Context: an optimization exercise on an open-source flow, tuned for small area. The choices shown serve that exercise and are no tape-out recipe. Function was checked by simulation only, so behaviour that the tests miss may differ from the original. Power is estimated from default activity; no workload was simulated.

===== design.v =====
package mem_pkg;
  localparam int OP_W   = 1;
  localparam int ID_W   = 4;
  localparam int ADDR_W = 8;
  localparam int DATA_W = 16;
  localparam int PKT_W  = OP_W + 2 * ID_W + ADDR_W + DATA_W;
  localparam logic OP_WRITE = 1'b1;
  localparam logic OP_READ  = 1'b0;
  typedef struct packed {
    logic              op;
    logic [ID_W-1:0]   src;
    logic [ID_W-1:0]   dest;
    logic [ADDR_W-1:0] addr;
    logic [DATA_W-1:0] data;
  } pkt_t;
  function automatic pkt_t make_resp(input logic [ID_W-1:0]   node,
                                     input logic [ID_W-1:0]   req_src,
                                     input logic [ADDR_W-1:0] addr,
                                     input logic [DATA_W-1:0] data);
    pkt_t p;
    p.op   = OP_READ;
    p.src  = node;
    p.dest = req_src;
    p.addr = addr;
    p.data = data;
    make_resp = p;
  endfunction
endpackage
import mem_pkg::*;
module mem_array #(
  parameter int DEPTH = 256
) (
  input  logic              clk,
  input  logic              rst_n,
  input  logic              we,
  input  logic [ADDR_W-1:0] addr,
  input  logic [DATA_W-1:0] wdata,
  output logic [DATA_W-1:0] rdata
);
  localparam int LO_W = ADDR_W / 2;
  localparam int HI_W = ADDR_W - LO_W;
  localparam int NG   = (DEPTH + 2) / 3;
  logic [DATA_W-1:0]       words [DEPTH];
  logic [DEPTH-1:0]        valid;
  logic [DEPTH-1:0]        dec;
  logic [(1<<HI_W)-1:0]    hi;
  logic [(1<<LO_W)-1:0]    lo;
  logic [DATA_W-1:0]       wbus;
  logic [DATA_W-1:0]       rraw;
  logic                    vraw;
  always_comb begin
    for (int j = 0; j < (1 << HI_W); j++) hi[j] = (addr[ADDR_W-1:LO_W] == HI_W'(j));
    for (int j = 0; j < (1 << LO_W); j++) lo[j] = (addr[LO_W-1:0] == LO_W'(j));
  end
  assign wbus = we ? wdata : rdata;
  for (genvar g = 0; g < DEPTH; g++) begin : g_word
    assign dec[g] = hi[g >> LO_W] && lo[g % (1 << LO_W)];
    always_ff @(posedge clk or negedge rst_n) begin
      if (!rst_n) begin
        valid[g] <= 1'b0;
      end else if (we && dec[g]) begin
        valid[g] <= 1'b1;
      end
    end
    always_ff @(posedge clk) begin
      if (dec[g]) words[g] <= wbus;
    end
  end
  logic [DATA_W:0] grp_n [NG];
  for (genvar k = 0; k < NG; k++) begin : g_rd
    for (genvar b = 0; b <= DATA_W; b++) begin : g_bit
      logic w0, w1, w2;
      if (b < DATA_W) begin : g_data
        assign w0 = words[3*k][b];
        assign w1 = words[(3*k+1 < DEPTH) ? 3*k+1 : 3*k][b];
        assign w2 = words[(3*k+2 < DEPTH) ? 3*k+2 : 3*k][b];
      end else begin : g_valid
        assign w0 = valid[3*k];
        assign w1 = valid[(3*k+1 < DEPTH) ? 3*k+1 : 3*k];
        assign w2 = valid[(3*k+2 < DEPTH) ? 3*k+2 : 3*k];
      end
      if (3*k+2 < DEPTH) begin : g_3
        mem_aoi222 u_aoi (
          .a0 (dec[3*k]),   .b0 (w0),
          .a1 (dec[3*k+1]), .b1 (w1),
          .a2 (dec[3*k+2]), .b2 (w2),
          .y  (grp_n[k][b])
        );
      end else if (3*k+1 < DEPTH) begin : g_2
        mem_aoi22 u_aoi (
          .a0 (dec[3*k]),   .b0 (w0),
          .a1 (dec[3*k+1]), .b1 (w1),
          .y  (grp_n[k][b])
        );
      end else begin : g_1
        mem_nand2 u_nand (
          .a0 (dec[3*k]), .b0 (w0),
          .y  (grp_n[k][b])
        );
      end
    end
  end
  always_comb begin
    rraw = '0;
    vraw = 1'b0;
    for (int k = 0; k < NG; k++) begin
      rraw = rraw | ~grp_n[k][DATA_W-1:0];
      vraw = vraw | !grp_n[k][DATA_W];
    end
    rdata = rraw & {DATA_W{vraw}};
  end
endmodule
module mem_aoi222 (
  input  logic a0, b0, a1, b1, a2, b2,
  output logic y
);
  assign y = !((a0 && b0) || (a1 && b1) || (a2 && b2));
endmodule
module mem_aoi22 (
  input  logic a0, b0, a1, b1,
  output logic y
);
  assign y = !((a0 && b0) || (a1 && b1));
endmodule
module mem_nand2 (
  input  logic a0, b0,
  output logic y
);
  assign y = !(a0 && b0);
endmodule
import mem_pkg::*;
module mem_block #(
  parameter logic [ID_W-1:0] NODE_ID = 4'd0,
  parameter int              DEPTH   = 256,
  parameter int              PKT_W   = 33
) (
  input  logic             clk,
  input  logic             rst_n,
  input  logic             in_valid,
  output logic             in_ready,
  input  logic [PKT_W-1:0] in_pkt,
  output logic             out_valid,
  input  logic             out_ready,
  output logic [PKT_W-1:0] out_pkt,
  output logic             bad_dest
);
  mem_pkg::pkt_t     req_p0;
  logic              accept_p0;
  logic              hit_p0;
  logic              wr_p0;
  logic              rd_p0;
  logic [DATA_W-1:0] rdata_p0;
  logic              vld_p1;
  logic              bad_q;
  logic [ID_W-1:0]   src_p1;
  logic [ADDR_W-1:0] addr_p1;
  logic [DATA_W-1:0] data_p1;
  assign req_p0    = in_pkt;
  assign in_ready  = !vld_p1 || out_ready;
  assign accept_p0 = in_valid && in_ready;
  assign hit_p0    = (req_p0.dest == NODE_ID);
  assign wr_p0     = accept_p0 && hit_p0 && (req_p0.op == OP_WRITE);
  assign rd_p0     = accept_p0 && hit_p0 && (req_p0.op == OP_READ);
  mem_array #(
    .DEPTH (DEPTH)
  ) u_array (
    .clk   (clk),
    .rst_n (rst_n),
    .we    (wr_p0),
    .addr  (req_p0.addr),
    .wdata (req_p0.data),
    .rdata (rdata_p0)
  );
  always_ff @(posedge clk or negedge rst_n) begin
    if (!rst_n) begin
      vld_p1 <= 1'b0;
    end else begin
      vld_p1 <= rd_p0 || (vld_p1 && !out_ready);
    end
  end
  always_ff @(posedge clk) begin
    if (in_ready) begin
      src_p1  <= req_p0.src;
      addr_p1 <= req_p0.addr;
      data_p1 <= rdata_p0;
    end
  end
  always_ff @(posedge clk or negedge rst_n) begin
    if (!rst_n) begin
      bad_q <= 1'b0;
    end else if (accept_p0 && !hit_p0) begin
      bad_q <= 1'b1;
    end
  end
  assign out_valid = vld_p1;
  assign out_pkt   = {OP_READ, NODE_ID, src_p1, addr_p1, data_p1};
  assign bad_dest  = bad_q;
endmodule

===== run.sh =====
#!/bin/bash
# synth_recipe.tcl (not shown) runs the flow's synth.tcl, then flattens the netlist and writes it again
# the make line also repeats each setting of config.mk as NAME=value (left out here)
make -C /OpenROAD-flow-scripts/flow DESIGN_CONFIG=/design/flow/config.mk WORK_HOME=/design/flow/orfs CLKGATE_MAP_FILE= SYNTH_SCRIPT=/design/flow/synth_recipe.tcl finish

===== config.mk =====
export PLATFORM = sky130hd
export DESIGN_NAME = mem_block
export DESIGN_NICKNAME = mem_block
export VERILOG_FILES = /design/flow/design.v
export SDC_FILE = /design/flow/constraint.sdc
export NUM_CORES = 4
export LEC_CHECK = 0
export CAP_MARGIN = 30
export CORE_MARGIN = 2
export CORE_UTILIZATION = 60
export CTS_BUF_LIST = sky130_fd_sc_hd__clkbuf_16
export CTS_CLUSTER_DIAMETER = 80
export CTS_CLUSTER_SIZE = 25
export PLACE_DENSITY = 0.68
export SLEW_MARGIN = 30
export SYNTH_HIERARCHICAL = 1
export SYNTH_MINIMUM_KEEP_SIZE = 0

===== constraint.sdc =====
create_clock -name core_clock -period 8.0 [get_ports {clk}]
set_input_delay 1.6000 -clock core_clock [delete_from_list [all_inputs] [get_ports {clk}]]
set_output_delay 1.6000 -clock core_clock [all_outputs]
set_load 0.01 [all_outputs]

==> summary.txt <==
Global routing
  • GRT Util Overall: 29.7%
  • Vias in the first global route: 78,128
  • First-pass GRT wire length: 559 mm
  • Antenna violations before repair: 8
  • Overflow after GRT: 0
  • Largest net degree at the start of global routing: 194

Critical path
  • Flop2flop setup slack: 3.21 ns
  • CP endpoint kind: flip-flop
  • Worst setup path end: u_array.words[196][6]
  • Critical Path RT: 8.44 ns
  • Worst EP arrival: 7.86 ns
  • FF-to-FF End: u_array.words[19][4]
  • CP startpoint: in_pkt[20]
  • R2R depth: 8
  • CP startpoint kind: primary input
  • Crit path max fanout: 124
  • Kind of critical path: in -> reg
  • Reg2reg start: u_array.words[252][4]

Layout
  • Layout cells sized above 1: 15.0%
  • Post-route cell area: 170,000 um^2
  • Commonest non-fill, non-tap cell in the layout: edfxtp_1
  • Area growth syn-to-layout: 11.9%
  • Fin nets: 7,915
  • Post-layout util: 67.6%
  • Layout Cells excl Fill: 11,304
  • Most frequent cells in the layout: 4,124 x edfxtp_1, 1,445 x a222oi_1, 578 x buf_4

Drt
  • Final wirelength: 387 mm
  • Final ANT Viol Nets: 0
  • DR iter-0 viols: 17,218
  • Via count: 83,696
  • DRC errors left: 0
  • DR pass1 iterations: 8
  • Wire length per cell: 34.2 um
  • Drt via density: 7.40

Floorplanning
  • IO Pins: 73
  • Core area: 251,000 um^2
  • Die Ht: 507 um
  • FP Rows: 184
  • Die area: 257,000 um^2
  • Starting Density: 60.4%
  • Die Span X: 507 um

Synth
  • Synthesized area per cell: 21.5 um^2
  • Cell variety after synth: 26
  • Main combinational cell family by area after synthesis: compound AO/OA/AOI/OAI gates
  • Cell Area, Synth: 152,000 um^2
  • Mapped Cells: 7,067
  • Post-synthesis compound-gate area fraction: 10.9%
  • Mux share of post-synthesis cell area: 0%
  • Yosys warning total: 11
  • Simple-gate portion of the synthesized area: 3.00%
  • Adder-cell share of the synthesized area: 0%
  • Synth Area in XOR/XNOR: 0%
  • Number of synthesized register bits: 4,382
  • Sequential cell area fraction in the yosys report: 85.8%

Placed design
  • Routability Congestion: 0.927
  • I/O Buffers: 67
  • Post-DP Area: 164,000 um^2
  • Dpl hpwl: 247 mm
  • Placed Cells incl. Taps: 11,023

Timing
  • Fmax: 135 MHz
  • RSZ-0062 raised after global routing: no
  • Fin crit period: 7.41 ns
  • Clock skew: 0.0688 ns
  • Slew headroom: 26.6%
  • Final period utilization: 92.7%
  • Final setup vio count: 0
  • Worst-Margin Slew: 1.09 ns
  • Fin. Hold Viols: 0
  • Max-slew violations: 0

Clocking
  • H-Tree Level Count: 4
  • Hold_buf cts: 0
  • CTS Sinks: 4,382
  • # resized after CTS: 0
  • CTS Buf Count: 198
  • Root buffer cell: clkbuf_16
  • CTS tree: yes
  • Clk slew on worst S/H paths: 0.09 ns
  • Postcts setup bufs: 0
  • Clock Latency Late Sink: 0.92 ns
  • Clk buf depth: 3

Power and ir drop
  • Max IR drop VDD: 0.268 mV
  • P_sw: 7.17 mW
  • Comb power frac: 1.5%
  • Cell area power density: 216 nW/um^2
  • Total power: 36.7 mW
  • Clk pwr share: 31.0%
  • Leakage: 56.9 nW
  • Sequential share of power: 67.5%
  • Switching part of the total: 19.5%
  • P_int: 29.6 mW

Status
  • Status: timing/DRC/antenna clean

Min path
  • Hold WC Path Type: reg -> reg

Run
  • Max-Cap Viols: 0
per-layer routing:
metal | part of all wire [%] | wire length, um | global-route usage [%] | vias to the layer above
met3 | 10 | 39100 | 4.30 | 613
met5 | 0.0070 | 27 | 0 | -
met2 | 46 | 178000 | 44.8 | 5225
met1 | 40 | 154000 | 45.3 | 43624
met4 | 4.1 | 15900 | 10.6 | 4
li1 | - | - | - | 34230
final cells by class:
cell class | instances | area (um^2)
Timing Repair Buffer | 708 | 6230
Sequential cell | 4382 | 130000
Clock buffer | 198 | 4950
Fill cell | 15800 | 81400
Inverter | 1 | 3.75
Tap cell | 3348 | 4190
Clock inverter | 78 | 786
Multi-Input combinational cell | 2587 | 23500
Antenna cell | 2 | 5.00
worst max-delay path: stages:
cell             delay [ns]
clkdlybuf4s50_1        0.86
nor2_1                 0.26
nand2_2                0.73
nor2_4                 0.29
buf_4                  0.30
a222oi_1               0.44
nand4_1                0.33
nor4_1                 0.89
buf_4                  0.26
nand4_1                0.45
nor4_1                 0.72
o31ai_4                0.17
buf_12                 0.21
metrics by stage:
stage / hold slack [ns] / setup slack [ns] / setup TNS, ns
2_1_floorplan: 0.442 / -0.293 / -1090.31
3_3_place_gp: 0.452 / -0.0350 / -1.79
3_5_place_dp: 0.458 / -0.194 / -26.60
4_1_cts: 0.480 / 0.751 / 0
5_1_grt: 0.497 / 0.671 / 0
6_report: 0.477 / 0.585 / 0
state kept, by name (all words and copies together) (netlist names):
name,flops
u_array.words,4096
data_p1,16
src_p1,4
bad_q,1
u_array.valid,256
addr_p1,8
vld_p1,1
power groups by stage:
stage               Combinational, mW  Clock, mW  Sequential [mW]
finish                          0.546       11.4             24.8
global route                    0.561       12.3             24.8
CTS                             0.537       11.6             24.8
detailed placement              0.536          0             25.3
global placement                0.526          0             25.3
floorplan                       0.220          0             25.3
Yosys stat by module, one instance, submodules excluded, a selection:
module / flops+latches / copies in the design / cells / area, um^2
mem_block: 30 / 1 / 43 / 985
mem_nand2: 0 / 17 / 1 / 3.75
mem_aoi222: 0 / 1445 / 1 / 10.0
cells by family (layout without fill, tap and decap cells):
logic type / count (synthesis) / in the layout
other cells: 1 / 7
buf+inv: 102 / 985
simple gates: 863 / 863
flops: 4382 / 4382
compound gates: 1719 / 1719
cells in the mapped netlist (all sizes together):
library cell  count  area share [%]
o31ai            16           0.092
or4              18           0.094
and4              1          0.0058
nand3            21           0.069
conb              1          0.0025
o21ai             1          0.0033
nand4           382             1.6
clkbuf           82            0.20
nand2b            2          0.0082
nor2            276            0.68
nor2b             8           0.033
inv               1          0.0025
o21bai          256             1.3
a31o              1          0.0058
edfxtp         4124              82
a222oi         1445             9.5
nand2            69            0.17
nor4             86            0.36
buf              19           0.081
dfrtp           258             4.3
how the worst min path moves through the flow:
stage / slack, ns / cells past startpoint / startpoint / end
2_1_floorplan: 0.44 / 1 / u_array.valid[0] / u_array.valid[0]
3_3_place_gp: 0.45 / 1 / bad_q / bad_q
3_5_place_dp: 0.46 / 1 / bad_q / bad_q
4_1_cts: 0.48 / 1 / bad_q / bad_q
5_1_grt: 0.50 / 1 / rst_n / u_array.valid[22]
6_report: 0.48 / 1 / bad_q / bad_q

## re-timing with driven ports
In the flow no input, the clock included, has a driving cell. The finished layout below was timed again as built, in two steps.
Step 1 (the two cells are an assumption about what drives the block):
set clk [get_ports {clk}]
set_driving_cell -lib_cell sky130_fd_sc_hd__clkbuf_16 $clk
set_driving_cell -lib_cell sky130_fd_sc_hd__buf_2 [delete_from_list [all_inputs] $clk]
Step 2 adds t to the input delays and takes it off the output delays; t is the mean of the earliest and latest rising clock arrival at the registers after step 1. Input paths then give back, and output paths get back, about the clock's delay inside the block.
Three values: no drivers, after step 1, after step 2; two values: the first two.
t, ns: 0.981
slack for setup (ns): 0.585 / 0.651 / -0.330
hold slack, ns: 0.477 / 0.477 / 0.477
worst slew at a driven data input, ns: 0.17
pins driven straight from the clock port: 1
Met with ideal ports but missed after step 2: setup timing in this run. The setup slack of this run moves by +0.066 ns with the drivers and by -0.915 ns with both steps.
